This is an optimization exercise on Yosys and OpenROAD, whose aim is small area, not a production implementation.
The RTL was checked by simulation tests, not by an equivalence proof against the original design.
Power figures rest on the tool's default switching activity, not on a simulated workload.

`flow/design.v`:
```
package lc3b_types;
    typedef logic [15:0]  lc3b_word;
    typedef logic [127:0] l1_cache_line;
    localparam logic [1:0] ST_IDLE      = 2'd0;
    localparam logic [1:0] ST_READ_MISS = 2'd1;
    localparam logic [1:0] ST_DRAIN     = 2'd2;
endpackage
module victim_buffer_cam #(
    parameter int DEPTH  = 4,
    parameter int ADDR_W = 16
) (
    input  logic [DEPTH-1:0]             valid,
    input  logic [DEPTH-1:0][ADDR_W-1:0] entry_addr,
    input  logic [ADDR_W-1:0]            lookup_addr,
    output logic [DEPTH-1:0]             hit_vec,
    output logic                         hit
);
    always_comb begin
        hit_vec = '0;
        for (int i = 0; i < DEPTH; i++) begin
            hit_vec[i] = valid[i] && (entry_addr[i] == lookup_addr);
        end
    end
    assign hit = |hit_vec;
endmodule
module victim_write_buffer #(
    parameter int DEPTH  = 4,
    parameter int ADDR_W = 16,   
    parameter int LINE_W = 128,  
    localparam int CW    = $clog2(DEPTH + 1),
    localparam int PW    = $clog2(DEPTH)
) (
    input  logic              clk,
    input  logic              reset,
    input  logic              source_read,
    input  logic              source_write,
    input  logic [ADDR_W-1:0] source_addr,
    input  logic [LINE_W-1:0] source_data,
    output logic              out_resp,
    output logic [LINE_W-1:0] out_rdata,
    output logic              pmem_read,
    output logic              pmem_write,
    output logic [ADDR_W-1:0] pmem_addr,
    output logic [LINE_W-1:0] pmem_wdata,
    input  logic              pmem_resp,
    input  logic [LINE_W-1:0] pmem_rdata,
    output logic [CW-1:0]     count,
    output logic              full
);
    logic [DEPTH-1:0]             valid_q;
    logic [DEPTH-1:0][ADDR_W-1:0] addr_q;
    logic [DEPTH-1:0][LINE_W-1:0] data_q;
    logic [PW-1:0]                head_q, tail_q;
    logic [CW-1:0]                count_q;
    logic [1:0]                   state_q, state_d;
    logic [DEPTH-1:0]  hit_vec;
    logic              hit;
    logic [LINE_W-1:0] hit_data;
    logic              push, pop, coalesce;
    victim_buffer_cam #(
        .DEPTH  (DEPTH),
        .ADDR_W (ADDR_W)
    ) u_cam (
        .valid       (valid_q),
        .entry_addr  (addr_q),
        .lookup_addr (source_addr),
        .hit_vec     (hit_vec),
        .hit         (hit)
    );
    always_comb begin
        hit_data = '0;
        for (int i = 0; i < DEPTH; i++) begin
            if (hit_vec[i]) hit_data = hit_data | data_q[i];
        end
    end
    assign count = count_q;
    assign full  = (count_q == CW'(DEPTH));
    always_comb begin
        state_d    = state_q;
        push       = 1'b0;
        pop        = 1'b0;
        coalesce   = 1'b0;
        out_resp   = 1'b0;
        out_rdata  = '0;
        pmem_read  = 1'b0;
        pmem_write = 1'b0;
        pmem_addr  = '0;
        pmem_wdata = '0;
        if (!reset) begin
            case (state_q)
                lc3b_types::ST_IDLE: begin
                    if (source_read) begin
                        if (hit) begin
                            out_resp  = 1'b1;
                            out_rdata = hit_data;
                        end else begin
                            pmem_read = 1'b1;
                            pmem_addr = source_addr;
                            out_resp  = pmem_resp;
                            out_rdata = pmem_rdata;
                            if (!pmem_resp) state_d = lc3b_types::ST_READ_MISS;
                        end
                    end else if (source_write) begin
                        if (hit) begin
                            coalesce = 1'b1;
                            out_resp = 1'b1;
                        end else if (!full) begin
                            push     = 1'b1;
                            out_resp = 1'b1;
                        end else begin
                            state_d = lc3b_types::ST_DRAIN;
                        end
                    end else if (count_q != '0) begin
                        state_d = lc3b_types::ST_DRAIN;
                    end
                end
                lc3b_types::ST_READ_MISS: begin
                    pmem_read = 1'b1;
                    pmem_addr = source_addr;
                    if (pmem_resp) begin
                        out_resp  = 1'b1;
                        out_rdata = pmem_rdata;
                        state_d   = lc3b_types::ST_IDLE;
                    end
                end
                lc3b_types::ST_DRAIN: begin
                    pmem_write = 1'b1;
                    pmem_addr  = addr_q[head_q];
                    pmem_wdata = data_q[head_q];
                    if (pmem_resp) begin
                        pop     = 1'b1;
                        state_d = lc3b_types::ST_IDLE;
                    end
                end
                default: state_d = lc3b_types::ST_IDLE;
            endcase
        end
    end
    always_ff @(posedge clk or posedge reset) begin
        if (reset) begin
            valid_q <= '0;
            addr_q  <= '0;
            data_q  <= '0;
            head_q  <= '0;
            tail_q  <= '0;
            count_q <= '0;
            state_q <= lc3b_types::ST_IDLE;
        end else begin
            state_q <= state_d;
            if (push) begin
                valid_q[tail_q] <= 1'b1;
                addr_q[tail_q]  <= source_addr;
                data_q[tail_q]  <= source_data;
                tail_q          <= tail_q + 1'b1;
                count_q         <= count_q + 1'b1;
            end
            if (coalesce) begin
                for (int i = 0; i < DEPTH; i++) begin
                    if (hit_vec[i]) data_q[i] <= source_data;
                end
            end
            if (pop) begin
                valid_q[head_q] <= 1'b0;
                head_q          <= head_q + 1'b1;
                count_q         <= count_q - 1'b1;
            end
        end
    end
endmodule
```
`flow/run.sh`:
```
#!/bin/bash
# synth_recipe.tcl (not shown) runs the flow's synth.tcl, then flattens the netlist and writes it again
# the make line also repeats each setting of config.mk as NAME=value (left out here)
make -C /OpenROAD-flow-scripts/flow DESIGN_CONFIG=/design/flow/config.mk WORK_HOME=/design/flow/orfs CLKGATE_MAP_FILE= SYNTH_SCRIPT=/design/flow/synth_recipe.tcl finish
```
`flow/config.mk`:
```
export PLATFORM = sky130hd
export DESIGN_NAME = victim_write_buffer
export DESIGN_NICKNAME = victim_write_buffer
export VERILOG_FILES = /design/flow/design.v
export SDC_FILE = /design/flow/constraint.sdc
export NUM_CORES = 4
export LEC_CHECK = 0
export CAP_MARGIN = 20
export CORE_MARGIN = 2
export CORE_UTILIZATION = 40
export SLEW_MARGIN = 20
```
`flow/constraint.sdc`:
```
create_clock -name core_clock -period 10.0 [get_ports {clk}]
set_input_delay 2.0000 -clock core_clock [delete_from_list [all_inputs] [get_ports {clk}]]
set_output_delay 2.0000 -clock core_clock [all_outputs]
set_load 0.01 [all_outputs]
```
==> summary.txt <==
-- stage by stage --
stage / instance area, sq um / utilization / TNS [ns]
6_report: 38910 / 0.5200 / 0
5_1_grt: 38910 / 0.5200 / 0
2_1_floorplan: 30350 / - / -2079.05
3_3_place_gp: 36450 / 0.4872 / 0
3_5_place_dp: 36450 / 0.4872 / 0
4_1_cts: 38820 / 0.5188 / 0
-- Yosys cell counts (all sizes together), types with 21 or more instances --
library cell,count
a21o,129
a21oi,138
a22o,560
a22oi,258
and2,130
buf,172
clkbuf,103
dfrtp,589
inv,32
mux4,144
nand2,38
xnor2,21
xor2,47
-- per-layer routing --
layer / GRT usage / vias to the layer above / routed length, um / share of wire
met3: 0.05480 / 206 / 9563 / 0.084
met2: 0.4518 / 1383 / 54850 / 0.48
met5: 0 / - / 108 / 0.00095
li1: - / 10556 / - / -
met1: 0.3833 / 13292 / 45290 / 0.40
met4: 0.1248 / 16 / 3855 / 0.034
-- layout make-up --
class,instances,share of cell area
Antenna cell,17,0.001093
Clock buffer,102,0.05303
Clock inverter,23,0.007879
Inverter,32,0.003184
Multi-Input combinational cell,1577,0.3696
Sequential cell,589,0.3790
Tap cell,969,0.03116
Timing Repair Buffer,601,0.1550
-- state kept, by name, indices dropped and copies added (netlist names) --
| register | cells |
|---|---|
| valid_q | 4 |
| head_q | 2 |
| count_q | 3 |
| data_q | 512 |
| tail_q | 2 |
| state_q | 2 |
| addr_q | 64 |
-- cell families after synthesis --
kind of cell / after synthesis / synth area share
AOI/OAI and AO/OA: 1122 / 0.2901
DFF: 589 / 0.4857
buffers and inverters: 307 / 0.04560
and+or+nand+nor: 214 / 0.04115
muxes: 160 / 0.1122
xor gates and xnor gates: 68 / 0.01963
adders and majority gates: 13 / 0.005607
-- report_power, final --
part	switching (mW)	leakage [nW]	internal (mW)
clock	1.05	1.16	1.59
sequential	0.914	7.77	3.41
combinational	1.47	7.89	2.13
total	3.43	16.8	7.14
-- how the worst max path moves through the flow --
stage / start / to / slack [ns] / depth (start not counted)
5_1_grt: source_addr[0] / out_rdata[85] / 1.66 / 10
3_5_place_dp: source_addr[0] / out_rdata[85] / 1.79 / 10
3_3_place_gp: source_addr[0] / out_rdata[85] / 1.90 / 10
2_1_floorplan: reset / out_rdata[107] / -4.13 / 6
6_report: source_addr[3] / out_rdata[32] / 1.87 / 11
4_1_cts: source_addr[0] / out_rdata[85] / 1.81 / 10
==> results.json <==
{
  "seq_area_sq_um": 14750,
  "cp.arrival_ns": 6.13,
  "start_kind": "primary input",
  "fp.dieArea_sq_um": 78080,
  "synth_edf_count": 0,
  "syn_area_sq_um": 30350,
  "cpMostUsedCell": "clkdlybuf4s50_1",
  "final_common_cell": "dfrtp_1",
  "powerDensity_nw_per_um2": 271.6,
  "power_mw": 10.57,
  "slew_headroom": 0.2447,
  "r2r_end": "data_q[224]",
  "synth_ff_type": "dfrtp_1",
  "cts.sinks": 589,
  "synth_top_cell_by_area": "dfrtp_1",
  "post-place-cells": 3767,
  "hp-class": "register to register",
  "r2r_start": "addr_q[51]",
  "syn_nets": 2763,
  "multi_input_area_sq_um": 14380,
  "grt_pass1_vias": 26318,
  "r2r_cells": 10,
  "gr-total-overflow": 0,
  "hold_path_startpoint": "count_q[2]",
  "cap_violations": 0,
  "slowest_stage": "buf_12",
  "die_w_um": 279.4,
  "clock_latency_ns": 0.60,
  "ys_ff_latch": 589,
  "grtUsageTotal": 0.2852,
  "die_h_um": 279.4,
  "layout_common_cells": "dfrtp_1 (587), a22o_1 (560), clkdlybuf4s50_1 (555), a22oi_1 (258), mux4_2 (144)",
  "slew_violations": 0,
  "routabilityCongestion": 0.8210,
  "detail-route-antenna-nets": 0,
  "nets": 3159,
  "path_clk_slew_ns": 0.06,
  "postCtsSetupRepairBufs": 0,
  "crit_buf_inv": 4,
  "tightest_slew_ns": 1.133,
  "cts_resized": 0,
  "grt_max_degree": 192,
  "period_needed_ns": 8.133,
  "rows": 100,
  "cts-htree-levels": 3,
  "rrSetupSlack_ns": 5.41,
  "postSynthCellCount": 2473,
  "ys_warn_count": 2,
  "drt-wirelength-per-cell_um": 29.07,
  "setup_violations": 0,
  "grt_antenna_before_repair": 25,
  "min_period_over_period": 0.8133,
  "fin_ws_ns": 1.867,
  "synth_top_cell_area_share": 0.4857,
  "fmax_mhz": 123.0,
  "post-route-drc-count": 0,
  "hold-path-endpoint": "count_q[2]",
  "critPathTopFamily": "buffers and inverters",
  "cts_max_path_buffers": 3,
  "rsz0062_at_grt": "no",
  "peakVddDrop_mv": 0.2253,
  "ys_seq_area_frac": 0.4857,
  "async_flop_share": 1.000,
  "hold-path-cell-count": 1,
  "core_area_sq_um": 74820,
  "port-buffer-count": 555,
  "skew_ns": 0.02638,
  "status": "timing/DRC/antenna clean",
  "synthDistinctLibCells": 42,
  "critPathMaxFanout": 135,
  "slowest_delay_ns": 0.63,
  "holdWs_ns": 0.5209,
  "area_growth_pct": 28.22,
  "cts_tree": "built",
  "drt_iter0_markers": 2494,
  "ios": 556,
  "wl_um": 113700,
  "hold_viol": 0,
  "preCtsSetupSlack_ns": 1.793,
  "crit_required_ns": 8.00,
  "cts_hold_buffers": 0,
  "p_leak_nw": 16.82,
  "cts_made_buffers": 68,
  "crit_chain": "clkdlybuf4s50_1 -> xor2_1 -> nor4_1 -> nand4_1 -> nor4_4 -> buf_12 -> or4_1 -> a21oi_4 -> buf_4 -> a21o_1 -> clkdlybuf4s50_1",
  "synth.area.top_cells": "dfrtp_1 (49%), a22o_1 (16%), mux4_2 (11%)",
  "num_vias": 25453,
  "viasPerCell": 6.510,
  "grt_pass1_wl_um": 171200,
  "start_util": 0.4056,
  "end_kind": "output pin",
  "dp_hpwl_um": 64830,
  "crit_type": "primary input to output pin",
  "nFillCells": 6437,
  "syn_avg_cell_area_sq_um": 12.27,
  "drive_gt1_frac": 0.1118,
  "root_buffer": "clkbuf_16",
  "layout.cells.non_filler": 3910,
  "first_pass_iters": 5
}

[static timing again, ports no longer ideal]
In the flow no input, the clock included, has a driving cell. The finished layout below was timed again as built, in two steps.
Step 1: set_driving_cell puts a clkbuf_16 on clk and a buf_2 on each other input, an assumption about the parent block.
Step 2, shift: input delay + t, output delay - t, t = (earliest + latest rising clock arrival at the registers) / 2. This alone moves slack from input paths to output paths.
a / b / c = ideal / step 1 / step 2; a / b = the first two.
shift t [ns]: 0.650
slack for setup (ns): 1.867 / 1.844 / 1.844
worst setup path at the end: input to output
After both steps setup and hold are still met in this run. The setup slack of this run moves by -0.023 ns with the drivers and by -0.023 ns with both steps.
